Background: an optimization exercise with open tools, aiming at small area. Do not read the settings as production practice.
In this exercise RTL edits were held to simulation tests only and were not proved equivalent to the original.
Power figures rest on the tool's default switching activity, not on a simulated workload.

==> flow/design.v <==
module regfile_csr #(
  parameter int XLEN = 64
) (
  input  logic            clk,
  input  logic            rst,
  input  logic [4:0]      rs1_addr_i,
  input  logic [4:0]      rs2_addr_i,
  output logic [XLEN-1:0] rs1_data_o,
  output logic [XLEN-1:0] rs2_data_o,
  input  logic            wreg_i,
  input  logic [4:0]      rd_addr_i,
  input  logic [XLEN-1:0] rd_wdata_i,
  input  logic [11:0]     csr_raddr_i,
  output logic [XLEN-1:0] csr_data_o,
  input  logic            csr_wreg_i,
  input  logic [11:0]     csr_waddr_i,
  input  logic [XLEN-1:0] csr_wdata_i,
  input  logic            retire_i,
  input  logic            trap_i,
  input  logic [XLEN-1:0] trap_pc_i,
  input  logic [XLEN-1:0] trap_cause_i,
  output logic [XLEN-1:0] mtvec_o,
  output logic [XLEN-1:0] mepc_o
);
  localparam logic [11:0] ADDR_MSTATUS  = 12'h300;
  localparam logic [11:0] ADDR_MTVEC    = 12'h305;
  localparam logic [11:0] ADDR_MSCRATCH = 12'h340;
  localparam logic [11:0] ADDR_MEPC     = 12'h341;
  localparam logic [11:0] ADDR_MCAUSE   = 12'h342;
  localparam logic [11:0] ADDR_MCYCLE   = 12'hB00;
  localparam logic [11:0] ADDR_MINSTRET = 12'hB02;
  logic [XLEN-1:0] r_gpr [1:31];
  for (genvar i = 1; i < 32; i++) begin : g_gpr
    logic w_wr, w_we, w_hold;
    logic [XLEN-1:0] w_d;
    assign w_wr   = wreg_i && (rd_addr_i == 5'(i));
    assign w_we   = w_wr & ~rst;
    assign w_hold = ~(w_wr | rst);
    rf_hold #(.W(XLEN)) u_hold (.we_i(w_we), .hold_i(w_hold), .wd_i(rd_wdata_i), .q_i(r_gpr[i]),
                                .d_o(w_d));
    always_ff @(posedge clk) r_gpr[i] <= w_d;
  end
  logic [31:1] w_rs1_sel, w_rs2_sel;
  always_comb begin
    for (int i = 1; i < 32; i++) begin
      w_rs1_sel[i] = (rs1_addr_i == 5'(i));
      w_rs2_sel[i] = (rs2_addr_i == 5'(i));
    end
  end
  logic [XLEN-1:0] w_rd_data [1:31];
  for (genvar i = 1; i < 32; i++) begin : g_rdv
    assign w_rd_data[i] = r_gpr[i];
  end
  for (genvar b = 0; b < XLEN; b++) begin : g_rbit
    logic [30:1] w_d;
    for (genvar i = 1; i < 31; i++) begin : g_d
      assign w_d[i] = w_rd_data[i][b];
    end
    rf_read_bit u_rs1 (.sel_i(w_rs1_sel), .d_i(w_d), .d31_i(w_rd_data[31][b]), .q_o(rs1_data_o[b]));
    rf_read_bit u_rs2 (.sel_i(w_rs2_sel), .d_i(w_d), .d31_i(w_rd_data[31][b]), .q_o(rs2_data_o[b]));
  end
  logic [XLEN-1:0] r_mstatus;
  logic [XLEN-1:0] r_mtvec;
  logic [XLEN-1:0] r_mscratch;
  logic [XLEN-1:1] r_mepc;       
  logic [XLEN-1:0] r_mcause;
  logic [XLEN-1:0] r_mcycle;
  logic [XLEN-1:0] r_minstret;
  logic w_wr_mstatus, w_wr_mtvec, w_wr_mscratch, w_wr_mepc, w_wr_mcause;
  logic w_wr_mcycle, w_wr_minstret;
  assign w_wr_mstatus  = csr_wreg_i && (csr_waddr_i == ADDR_MSTATUS);
  assign w_wr_mtvec    = csr_wreg_i && (csr_waddr_i == ADDR_MTVEC);
  assign w_wr_mscratch = csr_wreg_i && (csr_waddr_i == ADDR_MSCRATCH);
  assign w_wr_mepc     = csr_wreg_i && (csr_waddr_i == ADDR_MEPC);
  assign w_wr_mcause   = csr_wreg_i && (csr_waddr_i == ADDR_MCAUSE);
  assign w_wr_mcycle   = csr_wreg_i && (csr_waddr_i == ADDR_MCYCLE);
  assign w_wr_minstret = csr_wreg_i && (csr_waddr_i == ADDR_MINSTRET);
  logic [XLEN-1:0] w_mstatus_d, w_mtvec_d, w_mscratch_d;
  logic w_we_mstatus, w_we_mtvec, w_we_mscratch;
  logic w_hd_mstatus, w_hd_mtvec, w_hd_mscratch;
  assign w_we_mstatus  = w_wr_mstatus & ~rst;
  assign w_we_mtvec    = w_wr_mtvec & ~rst;
  assign w_we_mscratch = w_wr_mscratch & ~rst;
  assign w_hd_mstatus  = ~(w_wr_mstatus | rst);
  assign w_hd_mtvec    = ~(w_wr_mtvec | rst);
  assign w_hd_mscratch = ~(w_wr_mscratch | rst);
  for (genvar b = 0; b < XLEN; b++) begin : g_mstatus
    if (b == 11 || b == 12) begin : g_set
      rf_ao221 u_sel (.a0_i(w_we_mstatus), .b0_i(csr_wdata_i[b]), .a1_i(w_hd_mstatus),
                      .b1_i(r_mstatus[b]), .c_i(rst), .y_o(w_mstatus_d[b]));
    end else begin : g_clr
      rf_ao22 u_sel (.a0_i(w_we_mstatus), .b0_i(csr_wdata_i[b]), .a1_i(w_hd_mstatus),
                     .b1_i(r_mstatus[b]), .y_o(w_mstatus_d[b]));
    end
  end
  rf_hold #(.W(XLEN)) u_mtvec_hold (.we_i(w_we_mtvec), .hold_i(w_hd_mtvec),
                                    .wd_i(csr_wdata_i), .q_i(r_mtvec), .d_o(w_mtvec_d));
  rf_hold #(.W(XLEN)) u_mscratch_hold (.we_i(w_we_mscratch), .hold_i(w_hd_mscratch),
                                       .wd_i(csr_wdata_i), .q_i(r_mscratch), .d_o(w_mscratch_d));
  logic w_sel_trap, w_sel_wepc, w_sel_hepc, w_sel_wcause, w_sel_hcause;
  assign w_sel_trap   = trap_i & ~rst;
  assign w_sel_wepc   = ~rst & ~trap_i & w_wr_mepc;
  assign w_sel_hepc   = ~(rst | trap_i | w_wr_mepc);
  assign w_sel_wcause = ~rst & ~trap_i & w_wr_mcause;
  assign w_sel_hcause = ~(rst | trap_i | w_wr_mcause);
  logic [XLEN-1:1] w_mepc_d;
  logic [XLEN-1:0] w_mcause_d;
  for (genvar b = 0; b < XLEN; b++) begin : g_trapd
    if (b > 0) begin : g_epc
      rf_ao222 u_epc (.s_i({w_sel_hepc, w_sel_wepc, w_sel_trap}),
                      .d_i({r_mepc[b], csr_wdata_i[b], trap_pc_i[b]}), .y_o(w_mepc_d[b]));
    end
    rf_ao222 u_cause (.s_i({w_sel_hcause, w_sel_wcause, w_sel_trap}),
                      .d_i({r_mcause[b], csr_wdata_i[b], trap_cause_i[b]}), .y_o(w_mcause_d[b]));
  end
  logic [XLEN-1:0] w_mcycle_d, w_minstret_d;
  rf_inc u_mcycle_inc (.q_i(r_mcycle), .ci_i(1'b1), .s_i(w_wr_mcycle & ~rst),
                       .ns_i(~(w_wr_mcycle | rst)), .w_i(csr_wdata_i), .d_o(w_mcycle_d));
  rf_inc u_minstret_inc (.q_i(r_minstret), .ci_i(retire_i), .s_i(w_wr_minstret & ~rst),
                         .ns_i(~(w_wr_minstret | rst)), .w_i(csr_wdata_i), .d_o(w_minstret_d));
  always_ff @(posedge clk) begin
    r_mstatus  <= w_mstatus_d;
    r_mtvec    <= w_mtvec_d;
    r_mscratch <= w_mscratch_d;
    r_mepc     <= w_mepc_d;
    r_mcause   <= w_mcause_d;
    r_mcycle   <= w_mcycle_d;
    r_minstret <= w_minstret_d;
  end
  logic [6:0] w_csr_sel;
  assign w_csr_sel[0] = (csr_raddr_i == ADDR_MSTATUS);
  assign w_csr_sel[1] = (csr_raddr_i == ADDR_MTVEC);
  assign w_csr_sel[2] = (csr_raddr_i == ADDR_MSCRATCH);
  assign w_csr_sel[3] = (csr_raddr_i == ADDR_MEPC);
  assign w_csr_sel[4] = (csr_raddr_i == ADDR_MCAUSE);
  assign w_csr_sel[5] = (csr_raddr_i == ADDR_MCYCLE);
  assign w_csr_sel[6] = (csr_raddr_i == ADDR_MINSTRET);
  logic [XLEN-1:0] w_mepc_full;
  assign w_mepc_full = {r_mepc, 1'b0};
  for (genvar b = 0; b < XLEN; b++) begin : g_cbit
    logic w_l0, w_l1, w_l2;
    rf_aoi222 u_g0 (.s_i(w_csr_sel[2:0]), .d_i({r_mscratch[b], r_mtvec[b], r_mstatus[b]}), .y_o(w_l0));
    rf_aoi222 u_g1 (.s_i(w_csr_sel[5:3]), .d_i({r_mcycle[b], r_mcause[b], w_mepc_full[b]}), .y_o(w_l1));
    rf_nand2  u_g2 (.a_i(w_csr_sel[6]), .b_i(r_minstret[b]), .y_o(w_l2));
    rf_nand3  u_o  (.a_i(w_l0), .b_i(w_l1), .c_i(w_l2), .y_o(csr_data_o[b]));
  end
  assign mtvec_o = r_mtvec;
  assign mepc_o  = w_mepc_full;
endmodule
module rf_aoi222 (
  input  logic [2:0] s_i,
  input  logic [2:0] d_i,
  output logic       y_o
);
  assign y_o = ~|(s_i & d_i);
endmodule
module rf_nand2 (
  input  logic a_i,
  input  logic b_i,
  output logic y_o
);
  assign y_o = ~(a_i & b_i);
endmodule
module rf_nand3 (
  input  logic a_i,
  input  logic b_i,
  input  logic c_i,
  output logic y_o
);
  assign y_o = ~(a_i & b_i & c_i);
endmodule
module rf_nand4 (
  input  logic [3:0] a_i,
  output logic       y_o
);
  assign y_o = ~&a_i;
endmodule
module rf_or3 (
  input  logic a_i,
  input  logic b_i,
  input  logic c_i,
  output logic y_o
);
  assign y_o = a_i | b_i | c_i;
endmodule
module rf_read_bit (
  input  logic [31:1] sel_i,
  input  logic [30:1] d_i,
  input  logic        d31_i,
  output logic        q_o
);
  logic [10:0] w_l;
  logic [2:0]  w_h;
  for (genvar k = 0; k < 10; k++) begin : g_grp
    rf_aoi222 u_g (.s_i(sel_i[3*k+3:3*k+1]), .d_i(d_i[3*k+3:3*k+1]), .y_o(w_l[k]));
  end
  rf_nand2 u_g10 (.a_i(sel_i[31]), .b_i(d31_i), .y_o(w_l[10]));
  rf_nand4 u_h0 (.a_i(w_l[3:0]), .y_o(w_h[0]));
  rf_nand4 u_h1 (.a_i(w_l[7:4]), .y_o(w_h[1]));
  rf_nand3 u_h2 (.a_i(w_l[8]), .b_i(w_l[9]), .c_i(w_l[10]), .y_o(w_h[2]));
  rf_or3   u_o  (.a_i(w_h[0]), .b_i(w_h[1]), .c_i(w_h[2]), .y_o(q_o));
endmodule
module rf_ao22 (
  input  logic a0_i,
  input  logic b0_i,
  input  logic a1_i,
  input  logic b1_i,
  output logic y_o
);
  assign y_o = (a0_i & b0_i) | (a1_i & b1_i);
endmodule
module rf_ha (
  input  logic a_i,
  input  logic b_i,
  output logic s_o,
  output logic c_o
);
  assign {c_o, s_o} = a_i + b_i;
endmodule
module rf_and2 (
  input  logic a_i,
  input  logic b_i,
  output logic y_o
);
  assign y_o = a_i & b_i;
endmodule
module rf_and8 (
  input  logic [7:0] a_i,
  output logic       y_o
);
  assign y_o = &a_i;
endmodule
module rf_inc (
  input  logic [63:0] q_i,
  input  logic        ci_i,
  input  logic        s_i,
  input  logic        ns_i,
  input  logic [63:0] w_i,
  output logic [63:0] d_o
);
  logic [8:0] w_gc;
  logic [7:0] w_all;
  assign w_gc[0] = ci_i;
  for (genvar g = 0; g < 8; g++) begin : g_grp
    logic [8:0] w_c;
    logic [7:0] w_s;
    rf_and8 u_all (.a_i(q_i[8*g+7:8*g]), .y_o(w_all[g]));
    rf_and2 u_gc (.a_i(w_gc[g]), .b_i(w_all[g]), .y_o(w_gc[g+1]));
    assign w_c[0] = w_gc[g];
    for (genvar i = 0; i < 8; i++) begin : g_bit
      rf_ha u_ha (.a_i(q_i[8*g+i]), .b_i(w_c[i]), .s_o(w_s[i]), .c_o(w_c[i+1]));
      rf_ao22 u_mx (.a0_i(s_i), .b0_i(w_i[8*g+i]), .a1_i(ns_i), .b1_i(w_s[i]), .y_o(d_o[8*g+i]));
    end
  end
endmodule
module rf_ao222 (
  input  logic [2:0] s_i,
  input  logic [2:0] d_i,
  output logic       y_o
);
  logic w_n;
  rf_aoi222 u_g (.s_i(s_i), .d_i(d_i), .y_o(w_n));
  rf_inv u_i (.a_i(w_n), .y_o(y_o));
endmodule
module rf_inv (
  input  logic a_i,
  output logic y_o
);
  assign y_o = ~a_i;
endmodule
module rf_hold #(
  parameter int W = 64
) (
  input  logic         we_i,
  input  logic         hold_i,
  input  logic [W-1:0] wd_i,
  input  logic [W-1:0] q_i,
  output logic [W-1:0] d_o
);
  for (genvar b = 0; b < W; b++) begin : g_bit
    rf_ao22 u_sel (.a0_i(we_i), .b0_i(wd_i[b]), .a1_i(hold_i), .b1_i(q_i[b]), .y_o(d_o[b]));
  end
endmodule
module rf_ao221 (
  input  logic a0_i,
  input  logic b0_i,
  input  logic a1_i,
  input  logic b1_i,
  input  logic c_i,
  output logic y_o
);
  assign y_o = (a0_i & b0_i) | (a1_i & b1_i) | c_i;
endmodule
==> flow/run.sh <==
#!/bin/bash
# synth_recipe.tcl (not shown) runs the flow's synth.tcl, then flattens the netlist and writes it again
# the make line also repeats each setting of config.mk as NAME=value (left out here)
make -C /OpenROAD-flow-scripts/flow DESIGN_CONFIG=/design/flow/config.mk WORK_HOME=/design/flow/orfs CLKGATE_MAP_FILE= SYNTH_SCRIPT=/design/flow/synth_recipe.tcl finish
==> flow/config.mk <==
export PLATFORM = sky130hd
export DESIGN_NAME = regfile_csr
export DESIGN_NICKNAME = regfile_csr
export VERILOG_FILES = /design/flow/design.v
export SDC_FILE = /design/flow/constraint.sdc
export NUM_CORES = 4
export LEC_CHECK = 0
export CAP_MARGIN = 20
export CORE_MARGIN = 2
export CORE_UTILIZATION = 45
export CTS_BUF_LIST = sky130_fd_sc_hd__clkbuf_8
export CTS_CLUSTER_DIAMETER = 50
export CTS_CLUSTER_SIZE = 16
export SLEW_MARGIN = 20
export SYNTH_HIERARCHICAL = 1
==> flow/constraint.sdc <==
create_clock -name core_clock -period 6.0 [get_ports {clk}]
set_input_delay 1.2000 -clock core_clock [delete_from_list [all_inputs] [get_ports {clk}]]
set_output_delay 1.2000 -clock core_clock [all_outputs]
set_load 0.01 [all_outputs]
==> results of run 1 <==
Yosys stat by module (local to each module, per instance), a selection:
module       copies in the design  cell area [um^2]  cells inside
regfile_csr                     1             50000          2704
rf_and8                        14              16.3             3
rf_ao22                      2302              8.76             1
rf_aoi222                    1535              10.0             1
rf_ha                         128              12.5             1
rf_inv                        127              3.75             1
rf_nand3                      192              5.00             1
rf_nand4                      256              6.26             1
rf_or3                        128              6.26             1
what timing repair did:
item                                    4_1_cts  5_1_grt
buffers inserted                              9       15
gates resized for setup                       2        3
pin swaps                                     1        6
hold endpoints to repair                      0        0
gates cloned                                  0        2
endpoints found under the setup margin       14       14
cell families after synthesis:
group                      Yosys count  synth area share
other                                2         0.0000816
DFF                               2431             0.529
adders and majority gates          128            0.0174
and+or+nand+nor                   1031            0.0592
AOI/OAI and AO/OA                 3877             0.388
buffers and inverters              153           0.00641
worst register-to-register path, cell delays in order, from the launching register on:
cell and delay [ns]:
dfxtp_1 0.36, nand4_1 0.13, nor2_1 0.08, and2_1 0.15, and2_1 0.19, and2_1 0.25
and2_1 0.24, and2_1 0.21, and2_1 0.24, and2_1 0.19, ha_1 0.18, ha_1 0.21
ha_1 0.21, ha_1 0.19, ha_1 0.19, ha_1 0.21, ha_1 0.19, ha_1 0.27
a22o_1 0.18
per-stage QoR:
stage | instance area [um^2] | instances | total power (W) | setup slack (ns)
after detailed placement | 107000 | 11300 | 0.0186 | -0.199
after CTS | 113000 | 11700 | 0.0302 | 0.00143
after floorplan | 92200 | 7624 | 0.0173 | 0.386
after global routing | 113000 | 11800 | 0.0310 | -0.0115
final | 113000 | 11800 | 0.0304 | -0.161
after global placement | 107000 | 11300 | 0.0186 | -0.149
metal layers:
layer,vias up,GRT usage,share of wire
li1,37600,-,-
met1,46600,0.521,0.35
met2,8967,0.624,0.42
met3,2278,0.147,0.15
met4,36,0.298,0.080
met5,-,0.00643,0.00077
area by class of cell:
class                      count  share of cell area
sequential                  2431               0.431
multi-input combinational   5042               0.391
timing repair buffer        1033              0.0949
clock buffer                 262              0.0319
tap                         2688              0.0298
clock inverter               172              0.0169
inverter                     129             0.00428
antenna                       44            0.000974
path summary, 6_finish.rpt:
path,startpoint,endpoint,slack (ns)
worst min-delay path,r_mstatus[50],r_mstatus[50],0.48
worst max register to register,r_mcycle[6],r_mcycle[63],2.05
worst max-delay path,rs1_addr_i[1],rs1_data_o[39],-0.16
worst min register to register,r_mstatus[50],r_mstatus[50],0.48
cell usage after synthesis, drive strengths merged:
| cell | n | area share |
|---|---|---|
| a222oi | 1535 | 0.17 |
| conb | 2 | 0.000082 |
| and2b | 2 | 0.00016 |
| nor4 | 4 | 0.00034 |
| ha | 128 | 0.017 |
| a221o | 2 | 0.00022 |
| or3 | 135 | 0.0092 |
| nand2b | 17 | 0.0012 |
| nor2 | 100 | 0.0041 |
| nand2 | 212 | 0.0086 |
| nand3 | 196 | 0.011 |
| nand3b | 5 | 0.00041 |
| inv | 129 | 0.0053 |
| buf | 9 | 0.00054 |
| or4 | 3 | 0.00037 |
| nor3 | 40 | 0.0022 |
| dfxtp | 2431 | 0.53 |
| nor4b | 2 | 0.00042 |
| and2 | 17 | 0.0012 |
| nor2b | 7 | 0.00048 |
| a41oi | 2 | 0.00019 |
| or2 | 2 | 0.00014 |
| nand4b | 2 | 0.00019 |
| clkbuf | 15 | 0.00061 |
| a31oi | 2 | 0.00014 |
| a22o | 2302 | 0.22 |
| nand4 | 286 | 0.019 |
| a21oi | 34 | 0.0018 |
| and4b | 1 | 0.00011 |
registers in the layout, indices dropped and copies added (netlist names):
name / flops
r_mcause: 64
r_minstret: 64
r_mcycle: 64
r_mtvec: 64
r_mscratch: 64
r_mepc: 63
r_mstatus: 64
r_gpr: 1984
power by group through the flow:
| stage | registers, W | clock network (W) | logic, W |
|---|---|---|---|
| after global placement | 0.0168 | 0 | 0.00183 |
| after global routing | 0.0164 | 0.0126 | 0.00194 |
| after floorplan | 0.0167 | 0 | 0.000528 |
| after detailed placement | 0.0168 | 0 | 0.00184 |
| after CTS | 0.0164 | 0.0120 | 0.00185 |
| final | 0.0164 | 0.0120 | 0.00196 |
==> summary.txt, run 1 <==
CP Capture Type primary output; DR vias 95500; part of the power in registers 0.540; Core Region just over 0.2 mm^2; CTS root buffer clkbuf_8; Initial Util 0.451; fin crit share 1.03; status failed layout checks; clk sinks 2431; NetSw 0.00829 W; IO Pins 621; Fmax 162 MHz; Max Cap Violations 0; Final HPWL DP 284 mm; Crit Path Max Fanout 27; slowest stage cell on the critical path nor2_4; worst-skew pair later-pin latency 1.10 ns; PD cells around 270 mW/mm^2; layout cells sized above 1 0.115; WP buf/inv 3; Filler Cell Count 17300; Worst path depth 8; cts hold-fix bufs 0; vias in the first global route 90400; site row count between 150 and 200; Seq/Total Area, Yosys 0.529; DIE WIDTH 456 um; Clock Tree Buf Depth 3; setup TNS -2.09 ns; first-pass GRT wire length 661 mm; Net Sw Frac 0.273; Total Wirelength 472 mm; GPL Wtd Cong around 0.93; CP peak stage delay 0.80 ns; VDD IR max about 250 uV; Synth Warn # 11; Final Max Slew Viols 0; die height 456 um; Layout Utilization 0.554; most common cell after layout, fill and taps aside dfxtp_1; H-tree depth 4; CP startpoint kind input pin; Worst Hold Slack 0.482 ns; Synth Instances 7622; DRC violation count after routing 0; TritonCTS buffer count 236; grt ovf 0; Setup Viol. Count Final 47; port bufs around 620; register area 0.0487 mm^2; maximum number of pins on one net before global-route repair 66; Cell Chain, Critical Path clkdlybuf4s50_1 > nand3b_1 > nor2_4 > buf_4 > a222oi_1 > nand4_1 > or3_1 > clkdlybuf4s50_1; drt first-iter violations roughly 22000; crit-path leading delay family buffers and inverters; final hold vios 0; Worst Skew 0.0457 ns; crit path time final about 6 ns; fin nets 9302; total global-route track usage 0.425; DIE AREA 0.208 mm^2; FF+latch count, synth 2431; CP arrival ~5.0 ns; Int Pwr 0.0221 W; SO Viols setup timing; initial antenna violation count 55; TritonRoute pass-1 iters 14; RSZ-0062 raised after global routing yes; CTS tree built; Area Growth Syn to Fin 22.8%; Logic pwr share 0.065; leakage power 42.5 nW; CP most frequent cell clkdlybuf4s50_1; multi-input logic area 0.0442 mm^2; Avg Cell Area, Syn 12.1 um^2; Relative slew margins 0.114; Final ANT Viol Nets 0; synth unique cells 36; vias per cell between 8 and 9; per-cell routed wire length approximately 40 um; FF-to-FF path depth 18; commonest non-fill, non-tap cells in the layout dfxtp_1 (2431), a22o_1 (2302), a222oi_1 (1535); Worst-path clk slew 0.08 ns; Required @ worst endpoint between 4 and 5 ns; slew at the pin closest to its max-slew limit 1.33 ns; setup ws final -0.161 ns; synthesized area 0.0921 mm^2; crit path kind in2out; path type of the worst min-delay path reg2reg; Clock power frac 0.395; hold path depth 1
==> run 2, diff against run 1 <==
==> flow/flow/run.sh (new file) <==
#!/bin/bash
# Standard ORFS layout, with two changes: the port buffers are plain buf_2 cells instead of the
# delay-cell buffers buffer_ports picks by default, and CTS uses clkbuf_8 leaf buffers for
# clusters of up to 18 flip-flops under a clkbuf_16 tree, with no dummy loads.
set -euo pipefail
export BUFFER_PORTS_ARGS="-buffer_cell sky130_fd_sc_hd__buf_2"
export CTS_ARGS="-sink_clustering_enable -repair_clock_nets -dont_use_dummy_load -sink_clustering_size 18 -sink_clustering_max_diameter 55 -buf_list {sky130_fd_sc_hd__clkbuf_8 sky130_fd_sc_hd__clkbuf_16} -root_buf sky130_fd_sc_hd__clkbuf_16 -tree_buf sky130_fd_sc_hd__clkbuf_16 -sink_clustering_buffer sky130_fd_sc_hd__clkbuf_8"
bash standard.sh > standard.log 2>&1
==> flow/standard.sh (new file) <==
#!/bin/bash
# synth_recipe.tcl (not shown) runs the flow's synth.tcl, then flattens the netlist and writes it again
# the make line also repeats each setting of config.mk as NAME=value (left out here)
make -C /OpenROAD-flow-scripts/flow DESIGN_CONFIG=/design/flow/config.mk WORK_HOME=/design/flow/orfs CLKGATE_MAP_FILE= SYNTH_SCRIPT=/design/flow/synth_recipe.tcl "${@:-finish}"
==> flow/config.mk (replaced) <==
export PLATFORM = sky130hd
export DESIGN_NAME = regfile_csr
export DESIGN_NICKNAME = regfile_csr
export VERILOG_FILES = /design/flow/design.v
export SDC_FILE = /design/flow/constraint.sdc
export NUM_CORES = 4
export LEC_CHECK = 0
export CAP_MARGIN = 10
export CORE_MARGIN = 2
export CORE_UTILIZATION = 50
export SLEW_MARGIN = 10
export SYNTH_HIERARCHICAL = 1
removed: flow/run.sh
==> run 2 against run 1 <==
  * Now clean on timing, DRC and antenna
  * Maximum frequency increased by 9.6%
  * Worst setup slack improved by 0.54 ns
  * Wire length shrank 0.92%
  * Register-to-register slack got worse by 0.02 ns
  * Clock-buffer cell count decreased by 70
  * Design area is 6.5% lower
  * Sequential cell count stayed put
  * Sequential power hardly changed
  * Critical path depth is the same
  * Die area down 9.9%
  * Non-clock buffer count down 116
  * Critical path type unchanged
==> summary.txt, run 2 <==
crit path kind in2out (unchanged); per-cell routed wire length 41.7 um (was 40.0 um); leakage power 41.1 nW (was 42.5 nW); Final Max Slew Viols 0 (unchanged); Worst-path clk slew 0.07 ns (was 0.08 ns); most common cell after layout, fill and taps aside dfxtp_1 (unchanged); crit path time final 5.62 ns (was 6.16 ns); CTS tree built (unchanged); GPL Wtd Cong 0.922 (was 0.926); top_reg_cell synth dfxtp_1 (unchanged); CP startpoint kind input pin (unchanged); H-tree depth 4 (unchanged); Worst Skew 0.0532 ns (was 0.0457 ns); vias in the first global route 89700 (was 90400); setup ws final 0.380 ns (was -0.161 ns); Synth Instances 7622 (unchanged); commonest non-fill, non-tap cells in the layout dfxtp_1 (2431), a22o_1 (2302), a222oi_1 (1535) (unchanged); setup TNS 0 ns (was -2.09 ns); Final HPWL DP 270 mm (was 284 mm); Clock power frac 0.320 (was 0.395); VDD IR max 255 uV (was 254 uV); Crit Path Max Fanout 39 (was 27); NetSw 0.00702 W (was 0.00829 W); CP arrival 4.42 ns (was 4.96 ns); port bufs 618 (unchanged); synth unique cells 36 (unchanged); Seq/Total Area, Yosys 0.529 (unchanged); top cell type's share of synthesized area 0.529 (unchanged); DIE AREA 0.188 mm^2 (was 0.208 mm^2); vias per cell 8.41 (was 8.09); Avg Cell Area, Syn 12.1 um^2 (unchanged); Post-synth EDFFs 0 (unchanged); final hold vios 0 (unchanged); fin nets 9140 (was 9302); Clock Tree Buf Depth 3 (unchanged); cts hold-fix bufs 0 (unchanged); Initial Util 0.503 (was 0.451); Placed Instance Area 0.103 mm^2 (was 0.107 mm^2); die height 433 um (was 456 um); DIE WIDTH 433 um (was 456 um); synthesized area 0.0921 mm^2 (unchanged); TritonCTS buffer count 192 (was 236); Max Cap Violations 0 (unchanged); FF+latch count, synth 2431 (unchanged); Post-synth top cells dfxtp_1 (2431), a22o_1 (2302), a222oi_1 (1535), nand4_1 (286), nand2_1 (212) (unchanged); total global-route track usage 0.474 (was 0.425); Synth Warn # 11 (unchanged); Core Region 0.183 mm^2 (was 0.204 mm^2); part of the power in registers 0.612 (was 0.540); worst-skew pair later-pin latency 0.86 ns (was 1.10 ns); Worst Hold Slack 0.477 ns (was 0.482 ns); number of flip-flops in the largest register 1984 (unchanged); Required @ worst endpoint 4.80 ns (about the same); layout cells sized above 1 0.145 (was 0.115); Area Growth Syn to Fin 14.9% (was 22.8%); DR vias 94300 (was 95500); grt ovf 0 (unchanged); most numerous cell in the Yosys netlist dfxtp_1 (unchanged); top post-synthesis cells by area dfxtp_1 (53%), a22o_1 (22%), a222oi_1 (17%), nand4_1 (1.9%), ha_1 (1.7%) (unchanged); CTS root buffer clkbuf_16 (was clkbuf_8); path type of the worst min-delay path reg2reg (unchanged); TritonRoute pass-1 iters 14 (unchanged); Total Wirelength 468 mm (was 472 mm); post-CTS sizing 0 (was 2); Biggest register r_gpr (unchanged); maximum number of pins on one net before global-route repair 128 (was 66); Logic pwr share 0.068 (was 0.065); Yosys top cell by area dfxtp_1 (unchanged); site row count 157 (was 166); Int Pwr 0.0198 W (was 0.0221 W); fin crit share 0.937 (was 1.03); first-pass GRT wire length 652 mm (was 661 mm); DRC violation count after routing 0 (unchanged); Design Area, Final 0.106 mm^2 (was 0.113 mm^2); Relative slew margins 0.0409 (was 0.114); Final ANT Viol Nets 0 (unchanged); initial antenna violation count 44 (was 55); IO Pins 621 (unchanged); post-CTS setup repair buffer count 0 (was 9); Cells after DPL 11000 (was 11300); asr flop ratio synth 0 (unchanged); drt first-iter violations 21400 (was 21900); Layout Cells excl Fill 11200 (was 11800); clk sinks 2431 (unchanged); Filler Cell Count 15400 (was 17300); CP Capture Type primary output (unchanged); Setup Viol. Count Final 0 (was 47); slew at the pin closest to its max-slew limit 1.44 ns (was 1.33 ns); status finished clean (was failed layout checks); PD cells 253 mW/mm^2 (was 269 mW/mm^2); setup slack after placement 0.673 ns (was -0.199 ns); RSZ-0062 raised after global routing no (was yes); Net Sw Frac 0.262 (was 0.273); Fmax 178 MHz (was 162 MHz)
-- run 2: power by group through the flow --
stage          combinational, W  clock, W  sequential (W)
2_1_floorplan          0.000528         0          0.0167
3_3_place_gp            0.00167         0          0.0168
3_5_place_dp            0.00169         0          0.0168
4_1_cts                 0.00169   0.00852          0.0164
5_1_grt                 0.00179   0.00913          0.0164
6_report                0.00181   0.00857          0.0164
-- run 2: area by class of cell --
type | instances | area, um^2 | area share
Timing Repair Buffer | 917 | 6420 | 0.0607
Antenna cell | 37 | 92.6 | 0.000876
Inverter | 129 | 484 | 0.00458
Tap cell | 2464 | 3080 | 0.0292
Clock buffer | 192 | 2830 | 0.0268
Sequential cell | 2431 | 48700 | 0.460
Multi-Input combinational cell | 5040 | 44200 | 0.418
-- run 2: through the flow --
step           utilization  power, W
3_3_place_gp         0.561    0.0184
2_1_floorplan            -    0.0173
4_1_cts              0.577    0.0266
5_1_grt              0.577    0.0273
3_5_place_dp         0.561    0.0185
6_report             0.578    0.0268
-- run 2: path summary, 6_finish.rpt --
path	from	end	slack [ns]	depth (start not counted)
max reg2reg	r_minstret[3]	r_minstret[63]	2.03	18
max	rs2_addr_i[0]	rs2_data_o[20]	0.38	8
min reg2reg	r_mscratch[6]	r_mscratch[6]	0.48	1
min	r_mscratch[6]	r_mscratch[6]	0.48	1
-- run 2: layer usage --
metal	part of all wire	GRT usage
met1	0.35	0.574
met3	0.15	0.166
met5	0.00048	0.00182
met2	0.41	0.684
met4	0.092	0.368
-- run 2: cell families (layout without fill, tap and decap cells) --
family / count (synthesis) / after routing / synth area share
DFF: 2431 / 2431 / 0.529
other: 2 / 41 / 0.0000816
and+or+nand+nor: 1031 / 1031 / 0.0592
buffers and inverters: 153 / 1238 / 0.00641
AOI/OAI and AO/OA: 3877 / 3877 / 0.388
adders and majority gates: 128 / 128 / 0.0174
-- run 2: worst max-delay path: stages --
cell	delay, ns
buf_2	0.19
or3_1	0.54
nor2_4	0.93
buf_12	0.33
a222oi_1	0.13
nand4_1	0.23
or3_1	0.41
buf_2	0.22
-- run 2: modules after synthesis (local to each module, per instance), a selection --
module       cell area (um^2)  copies in the design  cells inside
regfile_csr             50000                     1          2704
rf_or3                   6.26                   128             1
rf_ao221                 10.0                     2             1
rf_and2                  6.26                    14             1
rf_ha                    12.5                   128             1
rf_nand2                 3.75                   192             1
rf_inv                   3.75                   127             1
rf_nand4                 6.26                   256             1
rf_ao22                  8.76                  2302             1
rf_and8                  16.3                    14             3
rf_aoi222                10.0                  1535             1
rf_nand3                 5.00                   192             1
==> run 3, diff against run 2 <==
--- a/flow/design.v
+++ b/flow/design.v
@@ -243,5 +243,5 @@
   assign w_gc[0] = ci_i;
   for (genvar g = 0; g < 8; g++) begin : g_grp
-    logic [8:0] w_c;
+    logic [7:0] w_c;
     logic [7:0] w_s;
     rf_and8 u_all (.a_i(q_i[8*g+7:8*g]), .y_o(w_all[g]));
@@ -249,5 +249,9 @@
     assign w_c[0] = w_gc[g];
     for (genvar i = 0; i < 8; i++) begin : g_bit
-      rf_ha u_ha (.a_i(q_i[8*g+i]), .b_i(w_c[i]), .s_o(w_s[i]), .c_o(w_c[i+1]));
+      if (i < 7) begin : g_ha
+        rf_ha u_ha (.a_i(q_i[8*g+i]), .b_i(w_c[i]), .s_o(w_s[i]), .c_o(w_c[i+1]));
+      end else begin : g_x
+        rf_xor2 u_x (.a_i(q_i[8*g+i]), .b_i(w_c[i]), .y_o(w_s[i]));
+      end
       rf_ao22 u_mx (.a0_i(s_i), .b0_i(w_i[8*g+i]), .a1_i(ns_i), .b1_i(w_s[i]), .y_o(d_o[8*g+i]));
     end
@@ -292,2 +296,9 @@
   assign y_o = (a0_i & b0_i) | (a1_i & b1_i) | c_i;
 endmodule
+module rf_xor2 (
+  input  logic a_i,
+  input  logic b_i,
+  output logic y_o
+);
+  assign y_o = a_i ^ b_i;
+endmodule
==> flow/flow/run.sh (replaced) <==
#!/bin/bash
# Standard ORFS layout, with two changes: the port buffers are plain buf_1 cells instead of the
# delay-cell buffers buffer_ports picks by default; CTS uses clkbuf_8 leaf buffers for clusters
# of up to 18 flip-flops under a clkbuf_16 tree, with no dummy loads.
set -euo pipefail
export BUFFER_PORTS_ARGS="-buffer_cell sky130_fd_sc_hd__buf_1"
export CTS_ARGS="-sink_clustering_enable -repair_clock_nets -dont_use_dummy_load -sink_clustering_size 18 -sink_clustering_max_diameter 55 -buf_list {sky130_fd_sc_hd__clkbuf_8 sky130_fd_sc_hd__clkbuf_16} -root_buf sky130_fd_sc_hd__clkbuf_16 -tree_buf sky130_fd_sc_hd__clkbuf_16 -sink_clustering_buffer sky130_fd_sc_hd__clkbuf_8"
bash standard.sh > standard.log 2>&1
==> run 3 against run 2 <==
  * Design area is 0.40% lower
  * Highest routed layer unchanged
  * Sequential share of layout area is 0.19 points higher
  * Via count is 0.64% higher
  * Hold slack worse by 0.0012 ns
  * Synthesized area hardly changed
  * Total power hardly changed
  * Maximum frequency is 1.8% lower
  * Combinational power hardly changed
  * Critical path depth stayed put
  * Wire length is 0.91% higher
  * Cell count is 0.70% higher
  * Still clean
==> summary.txt, run 3 <==
status finished clean (unchanged); RSZ-0062 raised after global routing no (unchanged); drt first-iter violations 22200 (was 21400); DIE AREA 0.187 mm^2 (was 0.188 mm^2); CTS tree built (unchanged); Max Cap Violations 0 (unchanged); Synth Instances 7622 (unchanged); GPL Wtd Cong 0.917 (was 0.922); Required @ worst endpoint 4.80 ns (about the same); Filler Cell Count 15500 (was 15400); per-cell routed wire length 41.8 um (was 41.7 um); CP arrival 4.52 ns (was 4.42 ns); Cell Chain, Critical Path buf_1 > nand3b_1 > nor2_4 > buf_4 > a222oi_1 > nand4_1 > or3_1 > buf_1 (was buf_2 > or3_1 > nor2_4 > buf_12 > a222oi_1 > nand4_1 > or3_1 > buf_2); Logic pwr share 0.068 (about the same); fin crit share 0.954 (was 0.937); cts hold-fix bufs 0 (unchanged); initial antenna violation count 41 (was 44); part of the power in registers 0.612 (about the same); Seq/Total Area, Yosys 0.529 (about the same); NetSw 0.00702 W (about the same); synth unique cells 37 (was 36); most common cell after layout, fill and taps aside dfxtp_1 (unchanged); Crit Path Max Fanout 27 (was 39); number of flip-flops in the largest register 1984 (unchanged); Initial Util 0.503 (about the same); Synth Warn # 11 (unchanged); Clock Tree Buf Depth 3 (unchanged); Worst Hold Slack 0.475 ns (was 0.477 ns); crit-path leading delay family simple AND/OR/NAND/NOR gates (unchanged); register area 0.0487 mm^2 (unchanged); top post-synthesis cells by area dfxtp_1 (53%), a22o_1 (22%), a222oi_1 (17%), nand4_1 (1.9%), ha_1 (1.5%) (was dfxtp_1 (53%), a22o_1 (22%), a222oi_1 (17%), nand4_1 (1.9%), ha_1 (1.7%)); crit path time final 5.72 ns (was 5.62 ns); clk sinks 2431 (unchanged); FF+latch count, synth 2431 (unchanged); Int Pwr 0.0198 W (about the same); Design Power 0.0268 W (about the same); setup TNS 0 ns (unchanged); Relative slew margins 0.0897 (was 0.0409); Total Wirelength 472 mm (was 468 mm); Clock power frac 0.320 (about the same); total global-route track usage 0.477 (was 0.474); grt ovf 0 (unchanged); Biggest register r_gpr (unchanged); worst-skew pair later-pin latency 0.85 ns (was 0.86 ns); most numerous cell in the Yosys netlist dfxtp_1 (unchanged); first-pass GRT wire length 655 mm (was 652 mm); Post-synth top cells dfxtp_1 (2431), a22o_1 (2302), a222oi_1 (1535), nand4_1 (286), nand2_1 (212) (unchanged); path type of the worst min-delay path reg2reg (unchanged); Avg Cell Area, Syn 12.1 um^2 (about the same); DR vias 94900 (was 94300); CP most frequent cell buf_1; Worst Skew 0.0611 ns (was 0.0532 ns); IO Pins 621 (unchanged); layout cells sized above 1 0.0839 (was 0.145); commonest non-fill, non-tap cells in the layout dfxtp_1 (2431), a22o_1 (2302), a222oi_1 (1535) (unchanged); leakage power 39.2 nW (was 41.1 nW); Core Region 0.183 mm^2 (about the same); die height 433 um (about the same); Final ANT Viol Nets 0 (unchanged); WP buf/inv 3 (unchanged); TritonRoute pass-1 iters 14 (unchanged); top cell type's share of synthesized area 0.529 (about the same); Area Growth Syn to Fin 14.5% (was 14.9%); post-CTS setup repair buffer count 0 (unchanged); maximum number of pins on one net before global-route repair 86 (was 128); Setup Viol. Count Final 0 (unchanged); vias in the first global route 89900 (was 89700); Worst-path clk slew 0.08 ns (was 0.07 ns); DRC violation count after routing 0 (unchanged); CP peak stage delay 0.90 ns (was 0.93 ns); CP startpoint kind input pin (unchanged); asr flop ratio synth 0 (unchanged); H-tree depth 4 (unchanged); synthesized area 0.0920 mm^2 (was 0.0921 mm^2); crit path kind in2out (unchanged); vias per cell 8.41 (about the same); slowest stage cell on the critical path nor2_4 (unchanged); fin nets 9211 (was 9140); Fmax 175 MHz (was 178 MHz); slew at the pin closest to its max-slew limit 1.37 ns (was 1.44 ns); Yosys top cell by area dfxtp_1 (unchanged); CP Capture Type primary output (unchanged); site row count 157 (unchanged); TritonCTS buffer count 192 (unchanged); CTS root buffer clkbuf_16 (unchanged); VDD IR max 196 uV (was 255 uV); Final HPWL DP 273 mm (was 270 mm); multi-input logic area 0.0441 mm^2 (was 0.0442 mm^2); Final Max Slew Viols 0 (unchanged); Net Sw Frac 0.262 (about the same); PD cells 254 mW/mm^2 (was 253 mW/mm^2); final hold vios 0 (unchanged); top_reg_cell synth dfxtp_1 (unchanged); port bufs 618 (unchanged); Post-synth EDFFs 0 (unchanged); DIE WIDTH 433 um (about the same); post-CTS sizing 0 (unchanged)
run 3: changes by cell type in the layout (fill, tap and decap cells not counted):
cell and change:
buf_12 -19, clkbuf_2 +1, clkbuf_4 +1, nor3_2 +1
buf_4 +107, ha_1 -16, buf_2 -617, nor3_1 -1
xor2_1 +16, diode_2 -9, buf_1 +614
run 3: metrics by stage:
stage | cells | worst slack (ns) | instance area, um^2 | utilization
6_report | 11300 | 0.275 | 105000 | 0.576
4_1_cts | 11300 | 0.459 | 105000 | 0.575
3_5_place_dp | 11100 | 0.501 | 102000 | 0.560
3_3_place_gp | 11100 | 0.555 | 102000 | 0.560
5_1_grt | 11300 | 0.366 | 105000 | 0.576
2_1_floorplan | 7624 | 0.386 | 92200 | -
run 3: kinds of logic after synthesis:
kind of cell             share of synthesized area
other                                    0.0000816
adder cells (fa/ha/maj)                     0.0152
XOR/XNOR                                   0.00152
flip-flops                                   0.529
buffers and inverters                      0.00642
AO/OA/AOI/OAI                                0.389
AND/OR/NAND/NOR                             0.0592
run 3: power groups by stage:
stage	clock (W)	sequential, W	combinational (W)
after global placement	0	0.0168	0.00168
after CTS	0.00852	0.0164	0.00169
after floorplan	0	0.0167	0.000528
final	0.00856	0.0164	0.00182
after global routing	0.00912	0.0164	0.00179
after detailed placement	0	0.0168	0.00169
run 3: cell type report:
| class | count | area share |
|---|---|---|
| Antenna cell | 28 | 0.000665 |
| Clock buffer | 192 | 0.0269 |
| Inverter | 129 | 0.00460 |
| Multi-Input combinational cell | 5040 | 0.419 |
| Sequential cell | 2431 | 0.462 |
| Tap cell | 2464 | 0.0293 |
| Timing Repair Buffer | 1004 | 0.0577 |
run 3: final timing paths:
check	start	endpoint	slack, ns	cells after the start
worst max-delay path	rs2_addr_i[1]	rs2_data_o[11]	0.28	8
worst min-delay path	r_mstatus[62]	r_mstatus[62]	0.48	1
worst max register to register	r_mcycle[6]	r_mcycle[63]	2.04	18
worst min register to register	r_mstatus[62]	r_mstatus[62]	0.48	1
run 3: modules after synthesis, one instance, submodules excluded, excerpt:
module | flip-flops and latches | area (um^2)
rf_ao221 | 0 | 10.0
rf_inv | 0 | 3.75
rf_ha | 0 | 12.5
regfile_csr | 2431 | 50000
rf_xor2 | 0 | 8.76
rf_ao22 | 0 | 8.76
rf_nand4 | 0 | 6.26
run 3: layer usage:
metal	track usage	vias to the layer above	share of wire
met5	0.00390	-	0.00070
li1	-	37200	-
met4	0.349	36	0.087
met2	0.693	9215	0.41
met1	0.579	46000	0.34
met3	0.171	2461	0.16

==> re-timing with driven ports <==
The results above use ideal ports. As a check the final layouts listed here were re-extracted and re-timed, cells and wires unchanged.
Step 1 sets driving cells, clkbuf_16 on the clock port and buf_2 on the other inputs (assumed; they add their load-dependent delay and slew).
Step 2 adds t to the input delays and takes it off the output delays; t is the mean of the earliest and latest rising clock arrival at the registers after step 1. Input paths then give back, and output paths get back, about the clock's delay inside the block.
a / b / c = ideal ports / drivers / drivers and shift; a / b = the first two.
| run | t (ns) | setup slack, ns | worst setup path after step 2 | worst register clock-pin slew, ns |
|---|---|---|---|---|
| run 1 | 1.179 | -0.161 / -0.286 / -0.286 | input to output | 0.11 / 0.11 |
| run 2 | 0.937 | 0.380 / 0.307 / 0.307 | input to output | 0.12 / 0.12 |
| run 3 | 0.920 | 0.275 / 0.189 / 0.189 | input to output | 0.12 / 0.12 |
The setup slack of run 1, which loses most, moves by -0.125 ns with the drivers and by -0.125 ns with both steps.
